This is an optimization exercise on Yosys and OpenROAD, whose aim is small area, not a production implementation.
In this exercise RTL edits were held to simulation tests only and were not proved equivalent to the original.
No activity file was given, so power comes from the tool's default toggle rates.

`flow/flow/run.sh`:
```
#!/bin/bash
# Standard ORFS layout, with three changes:
#  - the combinational logic of the standard synthesis is re-mapped by ABC
#    for area (registers and tie cells are kept as they are)
#  - a minimum-size buffer on every port
#  - a clock tree of clkbuf_8 built without dummy balancing loads
# Each tool's output goes to its own log file in the work folder.
set -euo pipefail
cd "$(dirname "$0")/.."
export BUFFER_PORTS_ARGS="-buffer_cell sky130_fd_sc_hd__buf_1"
export CTS_ARGS="-sink_clustering_enable -repair_clock_nets -dont_use_dummy_load -buf_list sky130_fd_sc_hd__clkbuf_8 -sink_clustering_size 16 -sink_clustering_max_diameter 60"

bash standard.sh synth > standard_synth.log 2>&1

R=orfs/results/${FLOW_PLATFORM}/csr_index_generator/base
LIB=${FLOW_HOME}/platforms/${FLOW_PLATFORM}/lib/sky130_fd_sc_hd__tt_025C_1v80.lib
cp $R/1_2_yosys.v 1_2_yosys_standard.v

DONT_USE=$(grep -oE 'cell *\( *"?sky130_fd_sc_hd__(lpflow_[a-z0-9_]+|probec?_p_8)' $LIB | sed -E 's/.*(sky130_fd_sc_hd__[a-z0-9_]+)/-dont_use \1/' | sort -u | tr '\n' ' ')
cat > resyn.ys <<EOY
read_liberty -ignore_miss_func $LIB
read_verilog 1_2_yosys_standard.v
hierarchy -top $FLOW_TOP
setattr -mod -set blackbox 1 sky130_fd_sc_hd__*df* sky130_fd_sc_hd__*dl* sky130_fd_sc_hd__conb_*
flatten
hierarchy -top $FLOW_TOP
opt_clean
abc -liberty $LIB $DONT_USE -script flow/area.abc -D 10000
opt_clean -purge
hierarchy -top $FLOW_TOP
stat -liberty $LIB
write_verilog -noattr -nohex -nodec resyn.v
EOY
yosys -s resyn.ys > resyn.log 2>&1
cp resyn.v $R/1_2_yosys.v
rm -f $R/1_synth.odb $R/1_synth.sdc

bash standard.sh finish > standard.log 2>&1
```
`flow/flow/area.abc`:
```
&get -n
&st
&syn2
&dch
&nf -R 40
&st
&dch
&nf -R 40
&put
```
`flow/standard.sh`:
```
#!/bin/bash
# synth_recipe.tcl (not shown) runs the flow's synth.tcl, then flattens the netlist and writes it again
# the make line also repeats each setting of config.mk as NAME=value (left out here)
make -C /OpenROAD-flow-scripts/flow DESIGN_CONFIG=/design/flow/config.mk WORK_HOME=/design/flow/orfs CLKGATE_MAP_FILE= SYNTH_SCRIPT=/design/flow/synth_recipe.tcl "${@:-finish}"
```
`flow/config.mk`:
```
export PLATFORM = sky130hd
export DESIGN_NAME = csr_index_generator
export DESIGN_NICKNAME = csr_index_generator
export VERILOG_FILES = /design/flow/design.v
export SDC_FILE = /design/flow/constraint.sdc
export NUM_CORES = 4
export LEC_CHECK = 0
export CAP_MARGIN = 5
export CORE_MARGIN = 2
export CORE_UTILIZATION = 70
export CTS_BUF_LIST = sky130_fd_sc_hd__clkbuf_8
export CTS_CLUSTER_DIAMETER = 60
export CTS_CLUSTER_SIZE = 16
export SLEW_MARGIN = 5
```
`flow/constraint.sdc`:
```
create_clock -name core_clock -period 10.0 [get_ports {ap_clk}]
set_input_delay 2.0000 -clock core_clock [delete_from_list [all_inputs] [get_ports {ap_clk}]]
set_output_delay 2.0000 -clock core_clock [all_outputs]
set_load 0.01 [all_outputs]
```
`flow/design.v`:
```
package csr_index_pkg;
    parameter int INDEX_WIDTH   = 32;
    parameter int ADDRESS_WIDTH = 32;
    parameter int SHIFT_WIDTH   = 5;
    typedef logic [INDEX_WIDTH-1:0]   index_t;
    typedef logic [ADDRESS_WIDTH-1:0] address_t;
    typedef logic [SHIFT_WIDTH-1:0]   shift_t;
    typedef enum logic [3:0] {
        RESET       = 4'd0,
        IDLE        = 4'd1,
        SETUP       = 4'd2,
        START       = 4'd3,
        BUSY        = 4'd4,
        BUSY_TRANS  = 4'd5,
        PAUSE_TRANS = 4'd6,
        PAUSE       = 4'd7,
        DONE        = 4'd8
    } sequencer_state_t;
endpackage
`timescale 1ns/1ns
module csr_index_sequencer
(
    input  logic   ap_clk,
    input  logic   areset_generator,
    input  logic   config_valid,
    input  csr_index_pkg::index_t config_index_start,
    input  csr_index_pkg::index_t config_index_end,
    input  csr_index_pkg::index_t config_stride,
    input  logic   prog_full,
    input  logic   advance,          
    output logic   config_accept,
    output logic   idle,
    output logic   done,
    output logic   gen_valid,
    output csr_index_pkg::index_t gen_index
);
    csr_index_pkg::sequencer_state_t state;
    csr_index_pkg::sequencer_state_t next_state;
    csr_index_pkg::index_t end_reg;
    csr_index_pkg::index_t stride_reg;
    logic [csr_index_pkg::INDEX_WIDTH:0] count;
    logic                 end_hit;
    assign config_accept = config_valid && (state == csr_index_pkg::IDLE);
    always_ff @(posedge ap_clk) begin
        if (config_accept) begin
            end_reg    <= config_index_end;
            stride_reg <= config_stride;
        end
    end
    always_ff @(posedge ap_clk) begin
        if (areset_generator) begin
            state <= csr_index_pkg::RESET;
        end else begin
            state <= next_state;
        end
    end
    always_comb begin
        next_state = state;
        case (state)
            csr_index_pkg::RESET:       next_state = csr_index_pkg::IDLE;
            csr_index_pkg::IDLE:        if (config_accept) next_state = csr_index_pkg::SETUP;
            csr_index_pkg::SETUP:       next_state = csr_index_pkg::START;
            csr_index_pkg::START:       next_state = csr_index_pkg::BUSY;
            csr_index_pkg::BUSY: begin
                if (end_hit) begin
                    next_state = csr_index_pkg::DONE;
                end else if (prog_full) begin
                    next_state = csr_index_pkg::PAUSE_TRANS;
                end
            end
            csr_index_pkg::PAUSE_TRANS: next_state = csr_index_pkg::PAUSE;
            csr_index_pkg::PAUSE:       if (!prog_full) next_state = csr_index_pkg::BUSY_TRANS;
            csr_index_pkg::BUSY_TRANS:  next_state = csr_index_pkg::BUSY;
            csr_index_pkg::DONE:        next_state = csr_index_pkg::IDLE;
            default:                    next_state = csr_index_pkg::RESET;
        endcase
    end
    assign end_hit = count >= {1'b0, end_reg};
    localparam int RIPPLE = 16;
    logic [csr_index_pkg::INDEX_WIDTH:0] count_next;
    logic                                ripple_carry;
    always_comb begin
        ripple_carry = 1'b0;
        for (int i = 0; i < RIPPLE; i++) begin
            count_next[i] = count[i] ^ stride_reg[i] ^ ripple_carry;
            ripple_carry  = (count[i] & stride_reg[i]) | (ripple_carry & (count[i] ^ stride_reg[i]));
        end
        count_next[csr_index_pkg::INDEX_WIDTH:RIPPLE] = count[csr_index_pkg::INDEX_WIDTH:RIPPLE]
            + {1'b0, stride_reg[csr_index_pkg::INDEX_WIDTH-1:RIPPLE]}
            + (csr_index_pkg::INDEX_WIDTH + 1 - RIPPLE)'(ripple_carry);
    end
    always_ff @(posedge ap_clk) begin
        if (config_accept) begin
            count <= {1'b0, config_index_start};
        end else if (advance) begin
            count <= count_next;
        end
    end
    assign gen_valid = (state == csr_index_pkg::BUSY) && !end_hit;
    assign gen_index = count[csr_index_pkg::INDEX_WIDTH-1:0];
    assign idle = (state == csr_index_pkg::IDLE);
    assign done = (state == csr_index_pkg::DONE);
endmodule
`timescale 1ns/1ns
module csr_address_map
(
    input  logic     ap_clk,
    input  logic     config_accept,
    input  csr_index_pkg::address_t config_base_address,
    input  csr_index_pkg::shift_t   config_shift_amount,
    input  logic     config_shift_left,
    input  csr_index_pkg::index_t   gen_index,
    output csr_index_pkg::address_t gen_address
);
    csr_index_pkg::address_t base_address;
    csr_index_pkg::shift_t   shift_amount;
    logic     shift_left;
    csr_index_pkg::address_t offset;
    always_ff @(posedge ap_clk) begin
        if (config_accept) begin
            base_address <= config_base_address;
            shift_amount <= config_shift_amount;
            shift_left   <= config_shift_left;
        end
    end
    csr_index_pkg::address_t shift_in;
    csr_index_pkg::address_t shift_out;
    always_comb begin
        for (int i = 0; i < csr_index_pkg::ADDRESS_WIDTH; i++) begin
            shift_in[i] = shift_left ? gen_index[csr_index_pkg::ADDRESS_WIDTH-1-i] : gen_index[i];
        end
        shift_out = shift_in >> shift_amount;
        for (int i = 0; i < csr_index_pkg::ADDRESS_WIDTH; i++) begin
            offset[i] = shift_left ? shift_out[csr_index_pkg::ADDRESS_WIDTH-1-i] : shift_out[i];
        end
    end
    localparam int RIPPLE = 8;
    logic ripple_carry;
    always_comb begin
        ripple_carry = 1'b0;
        for (int i = 0; i < RIPPLE; i++) begin
            gen_address[i] = base_address[i] ^ offset[i] ^ ripple_carry;
            ripple_carry   = (base_address[i] & offset[i]) | (ripple_carry & (base_address[i] ^ offset[i]));
        end
        gen_address[csr_index_pkg::ADDRESS_WIDTH-1:RIPPLE] = base_address[csr_index_pkg::ADDRESS_WIDTH-1:RIPPLE]
            + offset[csr_index_pkg::ADDRESS_WIDTH-1:RIPPLE]
            + (csr_index_pkg::ADDRESS_WIDTH - RIPPLE)'(ripple_carry);
    end
endmodule
`timescale 1ns/1ns
module request_fifo
#(
    parameter int DEPTH       = 9,
    parameter int PROG_THRESH = 8
) (
    input  logic     ap_clk,
    input  logic     areset_generator,
    input  logic     gen_valid,      
    output logic     wr_en,          
    input  csr_index_pkg::index_t   wr_index,
    input  csr_index_pkg::address_t wr_address,
    input  logic     pop_ready,
    output logic     request_valid,
    output csr_index_pkg::index_t   request_index,
    output csr_index_pkg::address_t request_address,
    output logic     prog_full
);
    localparam int PTR_WIDTH = $clog2(DEPTH + 1);
    csr_index_pkg::index_t   index_mem   [DEPTH];
    csr_index_pkg::address_t address_mem [DEPTH];
    logic [PTR_WIDTH-1:0] wr_ptr;
    logic [DEPTH-1:0]     rd_ptr;    
    logic [PTR_WIDTH-1:0] count;     
    logic                 pending;   
    logic                 deferred;  
    logic                 slot_free;
    logic                 rd_en;
    assign rd_en = request_valid && pop_ready;
    assign slot_free = ({1'b0, count} + pending) <= (PTR_WIDTH+1)'(DEPTH - 1) + deferred;
    assign wr_en     = (gen_valid || deferred) && slot_free;
    always_ff @(posedge ap_clk) begin
        if (wr_en) begin
            index_mem[wr_ptr]   <= wr_index;
            address_mem[wr_ptr] <= wr_address;
        end
    end
    always_ff @(posedge ap_clk) begin
        if (areset_generator) begin
            wr_ptr   <= '0;
            rd_ptr   <= DEPTH'(1);
            count    <= '0;
            pending  <= 1'b0;
            deferred <= 1'b0;
        end else begin
            pending <= gen_valid;
            if (gen_valid && !slot_free) begin
                deferred <= 1'b1;
            end else if (wr_en) begin
                deferred <= 1'b0;
            end
            if (wr_en) begin
                wr_ptr <= (wr_ptr == PTR_WIDTH'(DEPTH - 1)) ? '0 : wr_ptr + 1'b1;
            end
            if (rd_en) begin
                rd_ptr <= {rd_ptr[DEPTH-2:0], rd_ptr[DEPTH-1]};
            end
            if (pending && !rd_en) begin
                count <= count + 1'b1;
            end else if (rd_en && !pending) begin
                count <= count - 1'b1;
            end
        end
    end
    always_comb begin
        request_index   = '0;
        request_address = '0;
        for (int i = 0; i < DEPTH; i++) begin
            if (rd_ptr[i]) begin
                request_index   = request_index   | index_mem[i];
                request_address = request_address | address_mem[i];
            end
        end
    end
    assign request_valid = count != '0;
    assign prog_full     = count >= PTR_WIDTH'(PROG_THRESH);
endmodule
`timescale 1ns/1ns
module csr_index_generator
(
    input  logic     ap_clk,
    input  logic     areset_generator,
    input  logic     config_valid,
    input  csr_index_pkg::index_t   config_index_start,
    input  csr_index_pkg::index_t   config_index_end,
    input  csr_index_pkg::index_t   config_stride,
    input  csr_index_pkg::address_t config_base_address,
    input  csr_index_pkg::shift_t   config_shift_amount,
    input  logic     config_shift_left,
    input  logic     request_ready,
    output logic     idle,
    output logic     done,
    output logic     request_valid,
    output csr_index_pkg::index_t   request_index,
    output csr_index_pkg::address_t request_address
);
    logic     config_accept;
    logic     gen_valid;
    logic     wr_en;
    csr_index_pkg::index_t   gen_index;
    csr_index_pkg::address_t gen_address;
    logic     prog_full;
    csr_index_sequencer i_csr_index_sequencer (
        .ap_clk             (ap_clk),
        .areset_generator   (areset_generator),
        .config_valid       (config_valid),
        .config_index_start (config_index_start),
        .config_index_end   (config_index_end),
        .config_stride      (config_stride),
        .prog_full          (prog_full),
        .advance            (wr_en),
        .config_accept      (config_accept),
        .idle               (idle),
        .done               (done),
        .gen_valid          (gen_valid),
        .gen_index          (gen_index)
    );
    csr_address_map i_csr_address_map (
        .ap_clk              (ap_clk),
        .config_accept       (config_accept),
        .config_base_address (config_base_address),
        .config_shift_amount (config_shift_amount),
        .config_shift_left   (config_shift_left),
        .gen_index           (gen_index),
        .gen_address         (gen_address)
    );
    request_fifo i_request_fifo (
        .ap_clk           (ap_clk),
        .areset_generator (areset_generator),
        .gen_valid        (gen_valid),
        .wr_en            (wr_en),
        .wr_index         (gen_index),
        .wr_address       (gen_address),
        .pop_ready        (request_ready),
        .request_valid    (request_valid),
        .request_index    (request_index),
        .request_address  (request_address),
        .prog_full        (prog_full)
    );
endmodule
```
==> flow_metrics.py <==
metrics = {
    "status": {
        "status": "finished clean",
    },
    "global_routing": {
        "grt_max_degree": 68,
        "grtUsageTotal_pct": 33.26,
        "grt.overflow.total": 0,
        "grt_pass1_wl_um": 108300,
        "antenna_found_initial": 3,
        "grt_pass1_vias": 18247,
    },
    "power_and_ir_drop": {
        "clkPwrFrac_pct": 19.1,
        "intPower_mw": 4.708,
        "p_per_area_nw_per_um2": 217.2,
        "power_mw": 6.962,
        "p_switching_mw": 2.254,
        "power_frac_comb_pct": 25.0,
        "swShare_pct": 32.38,
        "p_leak_nw": 9.936,
        "irDropWorstVdd_mv": 0.1723,
        "seqPwrFrac_pct": 55.9,
    },
    "sta": {
        "fmax_mhz": 106.8,
        "rsz0062_at_grt": "false",
        "hold_viol": 0,
        "skew_ns": 0.04152,
        "fin_setup_tns_ns": 0,
        "worst_slack_ns": 0.6334,
        "slew_headroom_pct": 23.54,
        "hold_slack_ns": 0.4812,
        "finalSetupViolCount": 0,
        "finalWorstPathRequiredPeriod_ns": 9.367,
        "worstMarginPinSlew_ns": 1.147,
        "drv_slew": 0,
        "finalCritPeriodShare_pct": 93.67,
    },
    "critical_path": {
        "path_max_fanout": 3,
        "required_ns": 10.57,
        "crit_top_cell": "maj3_1",
        "worst-setup-path-type": "reg -> reg",
        "crit_path_top_delay_cell": "maj3_1",
        "critical_path_arrival_ns": 9.94,
        "worstSetupStartpointType": "register",
        "end_kind": "register",
        "slowest_delay_ns": 0.47,
    },
    "cells_and_area": {
        "drive_above_1_share_pct": 5.782,
        "syn_to_final_growth_pct": 8.562,
        "reg_top3": "i_request_fifo.address_mem (288), i_request_fifo.index_mem (288), i_csr_index_sequencer.count (33)",
        "utilization_pct": 76.74,
        "final_cells": 2719,
        "stdcell_area_sq_um": 32050,
        "layout.nets": 2319,
    },
    "clock_network": {
        "path_clk_slew_ns": 0.10,
        "htree_levels": 2,
        "insertion_delay_ns": 0.68,
        "clock_path_buffers": 3,
        "cts_tree": "done",
        "cts_buffers": 53,
        "clock-sinks": 734,
        "cts-root-buf": "clkbuf_8",
    },
    "place": {
        "place_area_sq_um": 31290,
        "port_buffers": 204,
        "dp_cells": 2664,
        "post-dp-hpwl_um": 41970,
        "globalplace.congestion": 0.9363,
        "dpl_worst_slack_ns": 0.4502,
    },
    "route": {
        "first_pass_iters": 7,
        "wl_per_cell_um": 26.74,
        "vias": 19049,
        "ant_nets": 0,
        "drt_wl_total_um": 72710,
        "via_per_inst": 7.006,
        "drcViolationCount": 0,
        "drt_iter0_markers": 2857,
    },
    "floorplanning": {
        "core_area_sq_um": 41760,
        "rows": 75,
        "initial_utilization_pct": 70.69,
        "dieWidth_um": 209.4,
        "die_area_sq_um": 43830,
        "fp.dieH_um": 209.4,
        "pin_count": 205,
    },
    "run": {
        "drv_cap": 0,
    },
    "yosys": {
        "syn_area_sq_um": 29520,
        "synthCells": 1889,
        "avgSynthCellArea_sq_um": 15.63,
        "yosysWarnings": 3,
        "syn_nets": 2027,
    },
    "min_path": {
        "min_path_type": "reg -> reg",
    },
}
==> layout make-up <==
type	instances	area (sq um)
flip-flops and latches	734	21820
fillers	2491	9713
multi-input cells	1110	7626
repair buffers	237	1017
clock buffers	53	729.5
well taps	539	674.4
inverters	45	171.4
diodes	1	2.502
==> routing by layer <==
metal / GRT usage, % / routed length (um) / share of wire [%]
met1: 46.82 / 27410 / 38
met2: 54.48 / 35220 / 48
met3: 5.162 / 7910 / 11
met4: 10.96 / 2140 / 2.9
met5: 0 / 32 / 0.044
==> final timing paths <==
path | start | end | slack (ns) | cells after the start
hold / removal | i_csr_index_sequencer.count[32]$_SDFFE_PP0P_ | i_csr_index_sequencer.count[32]$_SDFFE_PP0P_ | 0.48 | 1
hold reg to reg | i_csr_index_sequencer.count[32]$_SDFFE_PP0P_ | i_csr_index_sequencer.count[32]$_SDFFE_PP0P_ | 0.48 | 1
setup reg to reg | i_csr_index_sequencer.count[1]$_DFFE_PP_ | i_csr_index_sequencer.count[32]$_SDFFE_PP0P_ | 0.63 | 32
setup / recovery | i_csr_index_sequencer.count[1]$_DFFE_PP_ | i_csr_index_sequencer.count[32]$_SDFFE_PP0P_ | 0.63 | 32
==> cell usage in the layout, fill, tap and decap left out, drive strengths merged, types with 5 or more instances in the layout <==
cell / n
a31oi: 10
or2: 13
a221oi: 8
nor3: 24
xnor2: 59
a21oi: 95
o221ai: 5
o21a: 8
mux2: 9
nor2: 177
nor2b: 16
a22oi: 12
nand2: 109
nand2b: 27
mux2i: 23
edfxtp: 710
clkbuf: 53
nand3: 74
a222oi: 193
xor2: 33
and2: 19
dfxtp: 24
maj3: 18
mux4: 18
buf: 237
clkinv: 44
o211ai: 6
o22ai: 21
o21ai: 69
==> worst max-delay path: cells and delay by family, from the launching register on <==
| family | cells | cell delay [ns] |
|---|---|---|
| compound gates | 18 | 3.75 |
| fa+ha+maj | 11 | 4.69 |
| flops | 1 | 0.42 |
| simple gates | 3 | 0.39 |
==> power by group through the flow <==
stage / Sequential, mW / Clock (mW) / Combinational (mW)
2_1_floorplan: 3.94 / 0 / 0.994
3_3_place_gp: 3.95 / 0 / 1.68
3_5_place_dp: 3.95 / 0 / 1.72
4_1_cts: 3.88 / 1.34 / 1.73
5_1_grt: 3.91 / 1.42 / 1.88
6_report: 3.89 / 1.33 / 1.74
==> repair_timing <==
| action | CTS | global route |
|---|---|---|
| endpoints found under the setup margin | 0 | 11 |
| gates resized for setup | 0 | 2 |
| hold buffers | 0 | 0 |
| buffers inserted | 0 | 1 |

==> afterwards: timing with drivers on the ports <==
No port has a modelled driver above. Below, the same layout with a new extraction and two added sets of constraints. Step 1: set_driving_cell puts a clkbuf_16 on ap_clk and a buf_2 on each other input, an assumption about the parent block. Step 2 also shifts input and output timing later by t, the mid clock arrival at the registers, as if the neighbouring blocks saw the same clock. Slacks: no drivers / after step 1 / after step 2; pairs: no drivers / after step 1.
t, ns: 0.711
slack for setup (ns): 0.633 / 0.633 / 0.633
worst setup path after step 2: register to register
worst register clock-pin slew, ns: 0.10 / 0.10
After both steps this run still meets setup and hold. The setup slack of this run moves by 0.000 ns with the drivers and by 0.000 ns with both steps.
